Background: an optimization exercise with open tools, aiming at small area, a short achievable clock period and few clock cycles. Do not read the settings as production practice.
At most, simulation tests tie the RTL to the original design; equivalence was not proved.
Power figures rest on the tool's default switching activity, not on a simulated workload.

Setup of job 101:
## plot_command_stream_parser_core
module plot_command_stream_parser_core (
  input  logic                                  clk,
  input  logic                                  rst,
  input  logic                                  psel,
  input  logic                                  penable,
  input  logic                                  pwrite,
  input  logic [pcsp_pkg::PADDR_BITS-1:0]        paddr,
  input  logic [pcsp_pkg::PDATA_BITS-1:0]        pwdata,
  output logic [pcsp_pkg::PDATA_BITS-1:0]        prdata,
  output logic                                  pready,
  input  logic                                  in_valid,
  output logic                                  in_stall,
  input  logic [7:0]                            ch,
  output logic                                  out_valid,
  input  logic                                  out_stall,
  output logic [1:0]                            event_res,
  output logic [pcsp_pkg::COORD_BITS-1:0]        x_from,
  output logic [pcsp_pkg::COORD_BITS-1:0]        y_from,
  output logic [pcsp_pkg::COORD_BITS-1:0]        x_to,
  output logic [pcsp_pkg::COORD_BITS-1:0]        y_to,
  output logic [6:0]                            code_number
);
  pcsp_pkg::pcsp_cfg_t cfg;
  logic       blocked, go, emit, seg, seg_n;
  logic [6:0] dval;
  logic [pcsp_pkg::COORD_BITS-1:0] pos_x_n, pos_y_n, prev_x_n, prev_y_n;
  pcsp_cfg u_cfg (
    .clk     (clk),
    .rst     (rst),
    .psel    (psel),
    .penable (penable),
    .pwrite  (pwrite),
    .paddr   (paddr),
    .pwdata  (pwdata),
    .prdata  (prdata),
    .pready  (pready),
    .cfg     (cfg)
  );
  assign in_stall = blocked;
  logic       a_valid;
  logic [7:0] a_ch;
  always_ff @(posedge clk) begin
    if (rst) begin
      a_valid <= 1'b0;
    end else if (!blocked) begin
      a_valid <= in_valid;
    end
  end
  always_ff @(posedge clk) begin
    if (!blocked) begin
      a_ch <= ch;
    end
  end
  logic       b_valid, b_axis;
  logic [3:0] b_cc, a_cc;
  logic       a_digit;
  logic [pcsp_pkg::TERM_BITS-1:0] b_term, a_term;
  logic       last_y;
  logic [3:0] last_dig;
  logic       a_cr;
  assign a_cr  = (a_ch == CH_CR);
  assign a_digit = (a_ch >= CH_0) && (a_ch <= CH_9);
  assign a_cc    = a_digit          ? a_ch[3:0] :
                   (a_ch == CH_LF)  ? C_LF  :
  ...
Settings: LEC_CHECK=0, CAP_MARGIN=20, CORE_MARGIN=2, CORE_UTILIZATION=40, CTS_BUF_LIST=sky130_fd_sc_hd__clkbuf_8, CTS_CLUSTER_SIZE=30, SLEW_MARGIN=20; clock period 11.0 ns.
standard.sh (not shown) runs the stock make flow with config.mk's settings and CLKGATE_MAP_FILE= SYNTH_SCRIPT=/design/flow/synth_recipe.tcl, a recipe that flattens the netlist after the stock synthesis.
==> flow/flow/run.sh <==
#!/bin/bash
# The standard layout (standard.sh: the standard synthesis, floorplan, placement,
# CTS, routing) with two settings it does not expose: the port buffers are the
# smallest plain buffer, and timing repair aims at a setup slack of
# SETUP_SLACK_MARGIN ns at the design's clock period. make's output goes to
# flow_make.log; each ORFS step keeps its own log under orfs/logs.
set -euo pipefail
export SETUP_SLACK_MARGIN=6.3
export BUFFER_PORTS_ARGS="-buffer_cell sky130_fd_sc_hd__buf_1"
bash standard.sh > flow_make.log 2>&1
Testbench counts of job 101, summed over its fixed seeds: cycles 24,064.
### job 101 -> job 102
- CORE_UTILIZATION now 55, was 40
- ABC_AREA now 1, previously not set
- CTS_CLUSTER_SIZE no longer set, was 30
-- flow/flow/run.sh --
<<< job 101, line 7
set -euo pipefail
export SETUP_SLACK_MARGIN=6.3
export BUFFER_PORTS_ARGS="-buffer_cell sky130_fd_sc_hd__buf_1"
>>> job 102, line 7
set -euo pipefail
export SETUP_SLACK_MARGIN=6.0
export BUFFER_PORTS_ARGS="-buffer_cell sky130_fd_sc_hd__buf_1"
--- outcome ---
- Job 102 and job 101 all finish clean.
- Job 102 ends up with a critical path depth that is 15 lower than in job 101.
- Job 102 -> job 101: sequential power flat
- Between job 101 and job 102, the flow reports non-clock buffer count decreasing by more than 10%.
- Job 102 improves on job 101 in design internal power.
diff inputs: job 102 => job 103
- CTS_BUF_LIST: sky130_fd_sc_hd__clkbuf_8 -> sky130_fd_sc_hd__clkbuf_4
- CORE_UTILIZATION: 55 -> 40
-- flow/flow/run.sh --
<<< job 102, line 7
set -euo pipefail
export SETUP_SLACK_MARGIN=6.0
export BUFFER_PORTS_ARGS="-buffer_cell sky130_fd_sc_hd__buf_1"
>>> job 103, line 7
set -euo pipefail
export SETUP_SLACK_MARGIN=6.6
export BUFFER_PORTS_ARGS="-buffer_cell sky130_fd_sc_hd__buf_1"
### Flow results
Relative to job 102, the initial antenna violation count of job 103 is higher by 1. Summary of job 103 over job 102: post-synthesis register bit count neither gained nor lost much; global-route track usage on met2 went down; total detailed-routing wirelength rose by 5200 um; average via count per standard cell has decreased; standard-cell row count went up. [compare] base=job 102 new=job 103: non-clock inverter count in the final layout +about 0.5%, total area of multi-input combinational cells increased by 7.6% relative to the old numbers, switching power climbed 5.6%.
Changes in job 104 relative to job 103:
- swapping 40 for 70 in CORE_UTILIZATION
- swapping sky130_fd_sc_hd__clkbuf_4 for sky130_fd_sc_hd__clkbuf_8 in CTS_BUF_LIST
-- flow/flow/run.sh --
<<< job 103, line 7
set -euo pipefail
export SETUP_SLACK_MARGIN=6.6
export BUFFER_PORTS_ARGS="-buffer_cell sky130_fd_sc_hd__buf_1"
>>> job 104, line 7
set -euo pipefail
export SETUP_SLACK_MARGIN=6.3
export BUFFER_PORTS_ARGS="-buffer_cell sky130_fd_sc_hd__buf_1"
## What came out
- Job 104 went all the way through the flow, and no timing, DRC or antenna check failed.
- Looking at number of cells on the worst hold path, job 104 sits 2 lower than job 103 does.
- Job 103 → job 104: clock buffer and inverter area fraction after layout went down by 0.37 points; post-cts resize count went down by about 50%; area of all placed cells without fillers went down by about 6%; clock network fraction of total power went down by 1.4 points.
- When job 104 is measured against job 103, its worst relative slew slack turns out 5.3 points higher.
Setup changes, job 104 to job 105
- CORE_UTILIZATION: 70 -> 40
==> summary.txt <==
On job 105: highest clock frequency the design can meet is about 1.4% lower than what job 104 gave.
Of job 105 and job 104, the run reporting the lower total design power was job 104.
Between job 105 and job 104, the critical path data required time figures differ only marginally.

========
Another version of the RTL of plot_command_stream_parser_core (not shown whole).
Size: roughly 2200 cells after synthesis, ~280 flip-flops.
==> flow/config.mk <==
export PLATFORM = sky130hd
export DESIGN_NAME = plot_command_stream_parser_core
export DESIGN_NICKNAME = plot_command_stream_parser_core
export VERILOG_FILES = /design/flow/design.v
export SDC_FILE = /design/flow/constraint.sdc
export NUM_CORES = 4
export LEC_CHECK = 0
export ABC_AREA = 1
export CAP_MARGIN = 20
export CORE_MARGIN = 2
export CORE_UTILIZATION = 40
export CTS_BUF_LIST = sky130_fd_sc_hd__clkbuf_8
export SLEW_MARGIN = 20
==> flow/constraint.sdc <==
create_clock -name core_clock -period 11.0 [get_ports {clk}]
set_input_delay 2.2000 -clock core_clock [delete_from_list [all_inputs] [get_ports {clk}]]
set_output_delay 2.2000 -clock core_clock [all_outputs]
set_load 0.01 [all_outputs]
==> flow/flow/run.sh <==
#!/bin/bash
# The standard layout (standard.sh: the standard synthesis, floorplan, placement,
# CTS, routing) with two settings it does not expose: the port buffers are the
# smallest plain buffer, and timing repair aims at a setup slack of
# SETUP_SLACK_MARGIN ns at the design's clock period. make's output goes to
# flow_make.log; each ORFS step keeps its own log under orfs/logs.
set -euo pipefail
export SETUP_SLACK_MARGIN=6.3
export BUFFER_PORTS_ARGS="-buffer_cell sky130_fd_sc_hd__buf_1"
bash standard.sh > flow_make.log 2>&1
Next try:
--- a/flow/config.mk
+++ b/flow/config.mk
@@ -8 +7,0 @@
-export ABC_AREA = 1
After rerunning: Final cell count went down by a few percent; hold slack improved by 9.5 ps; clock-buffer cell count went up by 3; routed wire length went down by a few percent; setup slack got worse by 970 ps.
No functional check of the RTL was part of any run of this note.

========
Another version of the RTL of plot_command_stream_parser_core (not shown whole).
Size: about 2200 cells after synthesis, ~310 flip-flops, ~0.021 mm^2 of cells after synthesis.
==> flow/config.mk <==
export PLATFORM = sky130hd
export DESIGN_NAME = plot_command_stream_parser_core
export DESIGN_NICKNAME = plot_command_stream_parser_core
export VERILOG_FILES = /design/flow/design.v
export SDC_FILE = /design/flow/constraint.sdc
export NUM_CORES = 4
export LEC_CHECK = 0
export ABC_AREA = 1
export CAP_MARGIN = 20
export CORE_MARGIN = 2
export CORE_UTILIZATION = 70
export CTS_BUF_LIST = sky130_fd_sc_hd__clkbuf_8
export SLEW_MARGIN = 20
==> flow/constraint.sdc <==
create_clock -name core_clock -period 11.0 [get_ports {clk}]
set_input_delay 2.2000 -clock core_clock [delete_from_list [all_inputs] [get_ports {clk}]]
set_output_delay 2.2000 -clock core_clock [all_outputs]
set_load 0.01 [all_outputs]
==> flow/flow/run.sh <==
#!/bin/bash
# The standard layout (standard.sh: the standard synthesis, floorplan, placement,
# CTS, routing) with two settings it does not expose: the port buffers are the
# smallest plain buffer, and timing repair aims at a setup slack of
# SETUP_SLACK_MARGIN ns at the design's clock period. make's output goes to
# flow_make.log; each ORFS step keeps its own log under orfs/logs.
set -euo pipefail
export SETUP_SLACK_MARGIN=6.0
export BUFFER_PORTS_ARGS="-buffer_cell sky130_fd_sc_hd__buf_1"
bash standard.sh > flow_make.log 2>&1
Testbench counts at the start, summed over its fixed seeds: cycles 24,064.
==> next run, changes <==
Settings changed: CORE_UTILIZATION 70 to 80, CTS_CLUSTER_DIAMETER from default to 60, CTS_CLUSTER_SIZE from default to 20.
With this change the flow stopped in global routing with GRT-0232.
Area after synthesis stays the same.
Synthesized cell count does not change.
==> next run, changes <==
Settings changed: CORE_UTILIZATION 80 to 55, CTS_CLUSTER_DIAMETER 60 to default, CTS_CLUSTER_SIZE 20 to default.
Result:
- This time the run ran to the end with no violations
- synthesized area is unchanged
- synthesized cell count is unchanged

========
Starting RTL as in the previous note.
==> flow/design.v (excerpt) <==
module plot_command_stream_parser_core (
  input  logic                                  clk,
  input  logic                                  rst,
  input  logic                                  psel,
  input  logic                                  penable,
  input  logic                                  pwrite,
  input  logic [pcsp_pkg::PADDR_BITS-1:0]        paddr,
  input  logic [pcsp_pkg::PDATA_BITS-1:0]        pwdata,
  output logic [pcsp_pkg::PDATA_BITS-1:0]        prdata,
  output logic                                  pready,
  input  logic                                  in_valid,
  output logic                                  in_stall,
  input  logic [7:0]                            ch,
  output logic                                  out_valid,
  input  logic                                  out_stall,
  output logic [1:0]                            event_res,
  output logic [pcsp_pkg::COORD_BITS-1:0]        x_from,
  output logic [pcsp_pkg::COORD_BITS-1:0]        y_from,
  output logic [pcsp_pkg::COORD_BITS-1:0]        x_to,
  ...
Settings: LEC_CHECK=0, ABC_AREA=1, CAP_MARGIN=20, CORE_MARGIN=2, CORE_UTILIZATION=55, CTS_BUF_LIST=sky130_fd_sc_hd__clkbuf_8, CTS_CLUSTER_DIAMETER=60, CTS_CLUSTER_SIZE=20, SLEW_MARGIN=20; clock period 11.0 ns.
==> flow/flow/run.sh <==
#!/bin/bash
# The standard layout (standard.sh: the standard synthesis, floorplan, placement,
# CTS, routing) with two settings it does not expose: the port buffers are the
# smallest plain buffer, and timing repair aims at a setup slack of
# SETUP_SLACK_MARGIN ns at the design's clock period. make's output goes to
# flow_make.log; each ORFS step keeps its own log under orfs/logs.
set -euo pipefail
export SETUP_SLACK_MARGIN=6.2
export BUFFER_PORTS_ARGS="-buffer_cell sky130_fd_sc_hd__buf_1"
bash standard.sh > flow_make.log 2>&1
The starting point went through all stages and came out clean.
Testbench counts at the start, summed over its fixed seeds: cycles 24,064.
==> next run, changes <==
--- a/flow/flow/run.sh
+++ b/flow/flow/run.sh
@@ -6,5 +6,5 @@
 # flow_make.log; each ORFS step keeps its own log under orfs/logs.
 set -euo pipefail
-export SETUP_SLACK_MARGIN=6.2
+export SETUP_SLACK_MARGIN=6.0
 export BUFFER_PORTS_ARGS="-buffer_cell sky130_fd_sc_hd__buf_1"
 bash standard.sh > flow_make.log 2>&1
CORE_UTILIZATION = 75   (was 55)
Clock skew falls by 0.0067 ns. Critical path depth is unchanged. Total power rises slightly. Die area falls by a quarter to a third. Combinational power rises by a little under a tenth. Sequential share of layout area rises by 1.1 points. Count of clock-buffer cells in the layout falls by 2. Routed wire length rises by a few percent.

========
Another version of the RTL of plot_command_stream_parser_core (not shown whole).
Size in the first run: roughly 2,500 cells after synthesis, about 330 flip-flops, ~330 I/O pins, about 23,000 sq um of cells after synthesis.
==> flow/config.mk <==
export PLATFORM = sky130hd
export DESIGN_NAME = plot_command_stream_parser_core
export DESIGN_NICKNAME = plot_command_stream_parser_core
export VERILOG_FILES = /design/flow/design.v
export SDC_FILE = /design/flow/constraint.sdc
export NUM_CORES = 4
export LEC_CHECK = 0
export CAP_MARGIN = 20
export CORE_MARGIN = 2
export CORE_UTILIZATION = 40
export SLEW_MARGIN = 20
==> flow/constraint.sdc <==
create_clock -name core_clock -period 11.0 [get_ports {clk}]
set_input_delay 2.2000 -clock core_clock [delete_from_list [all_inputs] [get_ports {clk}]]
set_output_delay 2.2000 -clock core_clock [all_outputs]
set_load 0.01 [all_outputs]
==> flow/flow/run.sh <==
#!/bin/bash
# The standard layout (standard.sh: the standard synthesis, floorplan, placement,
# CTS, routing) with two settings it does not expose: the port buffers are the
# smallest plain buffer, and timing repair aims at a setup slack of
# SETUP_SLACK_MARGIN ns at the design's clock period. make's output goes to
# flow_make.log; each ORFS step keeps its own log under orfs/logs.
set -euo pipefail
export SETUP_SLACK_MARGIN=5.5
export BUFFER_PORTS_ARGS="-buffer_cell sky130_fd_sc_hd__buf_1"
bash standard.sh > flow_make.log 2>&1
Testbench counts at the start, summed over its fixed seeds: cycles 24,064.
Next try:
--- a/flow/flow/run.sh
+++ b/flow/flow/run.sh
@@ -8 +8 @@
-export SETUP_SLACK_MARGIN=5.5
+export SETUP_SLACK_MARGIN=6.5
Effect:
- global-route usage grows by 1.1 points
- final area grows by about 4%
- count of clock-buffer cells in the layout grows by 3
- die area is unchanged
Next try:
--- a/flow/flow/run.sh
+++ b/flow/flow/run.sh
@@ -8 +8 @@
-export SETUP_SLACK_MARGIN=6.5
+export SETUP_SLACK_MARGIN=6.0
=>
- power rose by 9.1%
- worst setup slack is worse by 0.063 ns
- cell count came out lower by 0.45%
- cell area fell by 0.79%
- via count falls by 1.9%
- clock power went up by 23%
- clock skew came out higher by 0.012 ns
- combinational power came out lower by about 5%

========
plot_command_stream_parser_core, a different RTL version from the one above (not shown whole).
For scale: about 2200 cells after synthesis, about 300 flip-flops, ~330 I/O pins, about 0.020 mm² of cells after synthesis.
clock: 11.0 ns
lec_check: 0
abc_area: 1
cap_margin: 20
core_margin: 2
core_utilization: 55
cts_buf_list: sky130_fd_sc_hd__clkbuf_8
cts_cluster_diameter: 50
cts_cluster_size: 14
slew_margin: 20
==> flow/flow/run.sh <==
#!/bin/bash
# The standard layout (standard.sh: the standard synthesis, floorplan, placement,
# CTS, routing) with two settings it does not expose: the port buffers are the
# smallest plain buffer, and timing repair aims at a setup slack of
# SETUP_SLACK_MARGIN ns at the design's clock period. make's output goes to
# flow_make.log; each ORFS step keeps its own log under orfs/logs.
set -euo pipefail
export SETUP_SLACK_MARGIN=6.0
export BUFFER_PORTS_ARGS="-buffer_cell sky130_fd_sc_hd__buf_1"
bash standard.sh > flow_make.log 2>&1
The starting point finished with timing, DRC and antenna clean.
Next try:
CTS_CLUSTER_DIAMETER = 45   (was 50)
CTS_CLUSTER_SIZE = 20   (was 14)
Outcome: The new run finished clean. Count of clock-buffer cells in the layout does not change. Hold slack improved by 17 ps. First-iteration DRC count went up by 1.4%. Die area stays the same. Sequential share of layout area stays flat. Setup slack got worse by 6.6 ps. Combinational power hardly moves. Final area hardly moves. Core utilization went up by 0.14 points.
No functional check of the RTL was part of any run of this note.

========
Setup of rev 12:
plot_command_stream_parser_core with an RTL version that a note above also has.
Size: roughly 2200 cells after synthesis, roughly 310 flip-flops, about 21000 µm² of cells after synthesis.
export LEC_CHECK = 0
export ABC_AREA = 1
export CAP_MARGIN = 20
export CORE_MARGIN = 2
export CORE_UTILIZATION = 70
export CTS_BUF_LIST = sky130_fd_sc_hd__clkbuf_8
export CTS_CLUSTER_DIAMETER = 60
export CTS_CLUSTER_SIZE = 20
export SLEW_MARGIN = 20
create_clock -name core_clock -period 11.0 [get_ports {clk}]
Scripts as last shown in full above: flow/flow/run.sh
No stage failed in rev 12, and the final checks on the layout all came back clean.
Testbench counts of rev 12, summed over its fixed seeds: cycles 24,064.
Input changes introduced in rev 13 (baseline for comparison: rev 12):
- changing CORE_UTILIZATION from 70 to 55
## What came out
- Worst setup slack, rev 13 and rev 12: smaller value in rev 13
- Clock share of power delta for rev 13 relative to rev 12: 1.8 points higher
- Rev 13 ends up with a post-CTS resize count that is 11 higher than in rev 12.
- Compared to rev 12, rev 13 has global-route track usage on met1 6.0 points lower.
- Relative to rev 12, sequential share of layout area decreased by 0.67 points in rev 13.
- | total wire length | lower: rev 12 |
- Rev 13 vs rev 12 — wire length the detailed router placed on met1 rose 16%.
- Hold slack: rev 13 better than rev 12
- Cmp rev 13 and rev 12 / standard cell core area / lower: rev 12
- Number of clock buffers in the layout (rev 13 vs. rev 12) increases by a little under 10%
- Non-clock buffer instance count of the final layout: rev 13 vs rev 12 up about 7%

[separate check: timing with driven ports]
No port has a modelled driver above. Below, the same layouts with a new extraction and two added sets of constraints. Step 1 (the two cells are an assumption about what drives the block):
set clk [get_ports {clk}]
set_driving_cell -lib_cell sky130_fd_sc_hd__clkbuf_16 $clk
set_driving_cell -lib_cell sky130_fd_sc_hd__buf_2 [delete_from_list [all_inputs] $clk]
Step 2 also shifts input and output timing later by t, the mid clock arrival at the registers, as if the neighbouring blocks saw the same clock. Slacks: ideal / step 1 / step 2; pairs: ideal / step 1.
| run | t (ns) | setup slack, ns | slew at the worst register clock pin (ns) |
|---|---|---|---|
| job 101 | 0.674 | 5.632 / 5.632 / 5.632 | 0.07 / 0.07 |
| job 102 | 0.673 | 5.962 / 5.918 / 5.918 | 0.06 / 0.06 |
| job 103 | 0.853 | 5.984 / 5.921 / 5.921 | 0.07 / 0.07 |
| job 104 | 0.635 | 6.039 / 6.001 / 5.884 | 0.09 / 0.09 |
| job 105 | 0.682 | 5.967 / 5.901 / 5.870 | 0.07 / 0.07 |
| the first run of note 2 | 0.659 | 4.284 / 4.284 / 4.284 | 0.07 / 0.07 |
| the second run of note 2 | 0.677 | 3.316 / 3.316 / 3.316 | 0.07 / 0.07 |
| the first run of note 3 | 0.617 | 5.953 / 5.908 / 5.782 | 0.07 / 0.07 |
| the third run of note 3 | 0.667 | 6.003 / 5.914 / 5.783 | 0.07 / 0.07 |
| the first run of note 4 | 0.678 | 6.019 / 5.981 / 5.913 | 0.12 / 0.12 |
| the second run of note 4 | 0.625 | 5.981 / 5.924 / 5.708 | 0.12 / 0.12 |
| the first run of note 5 | 0.599 | 5.690 / 5.669 / 5.258 | 0.07 / 0.07 |
| the second run of note 5 | 0.594 | 6.102 / 6.064 / 6.064 | 0.06 / 0.06 |
| the third run of note 5 | 0.595 | 6.039 / 6.016 / 5.644 | 0.06 / 0.06 |
| the first run of note 6 | 0.651 | 5.922 / 5.853 / 5.463 | 0.09 / 0.09 |
| the second run of note 6 | 0.669 | 5.915 / 5.834 / 5.401 | 0.10 / 0.10 |
| rev 12 | 0.634 | 6.017 / 5.966 / 5.547 | 0.12 / 0.12 |
| rev 13 | 0.670 | 6.006 / 5.923 / 5.825 | 0.12 / 0.12 |
After both steps setup and hold are still met in every run listed. For the second run of note 6, which loses most, drivers alone change the setup slack by -0.081 ns; drivers and shift together by -0.514 ns.
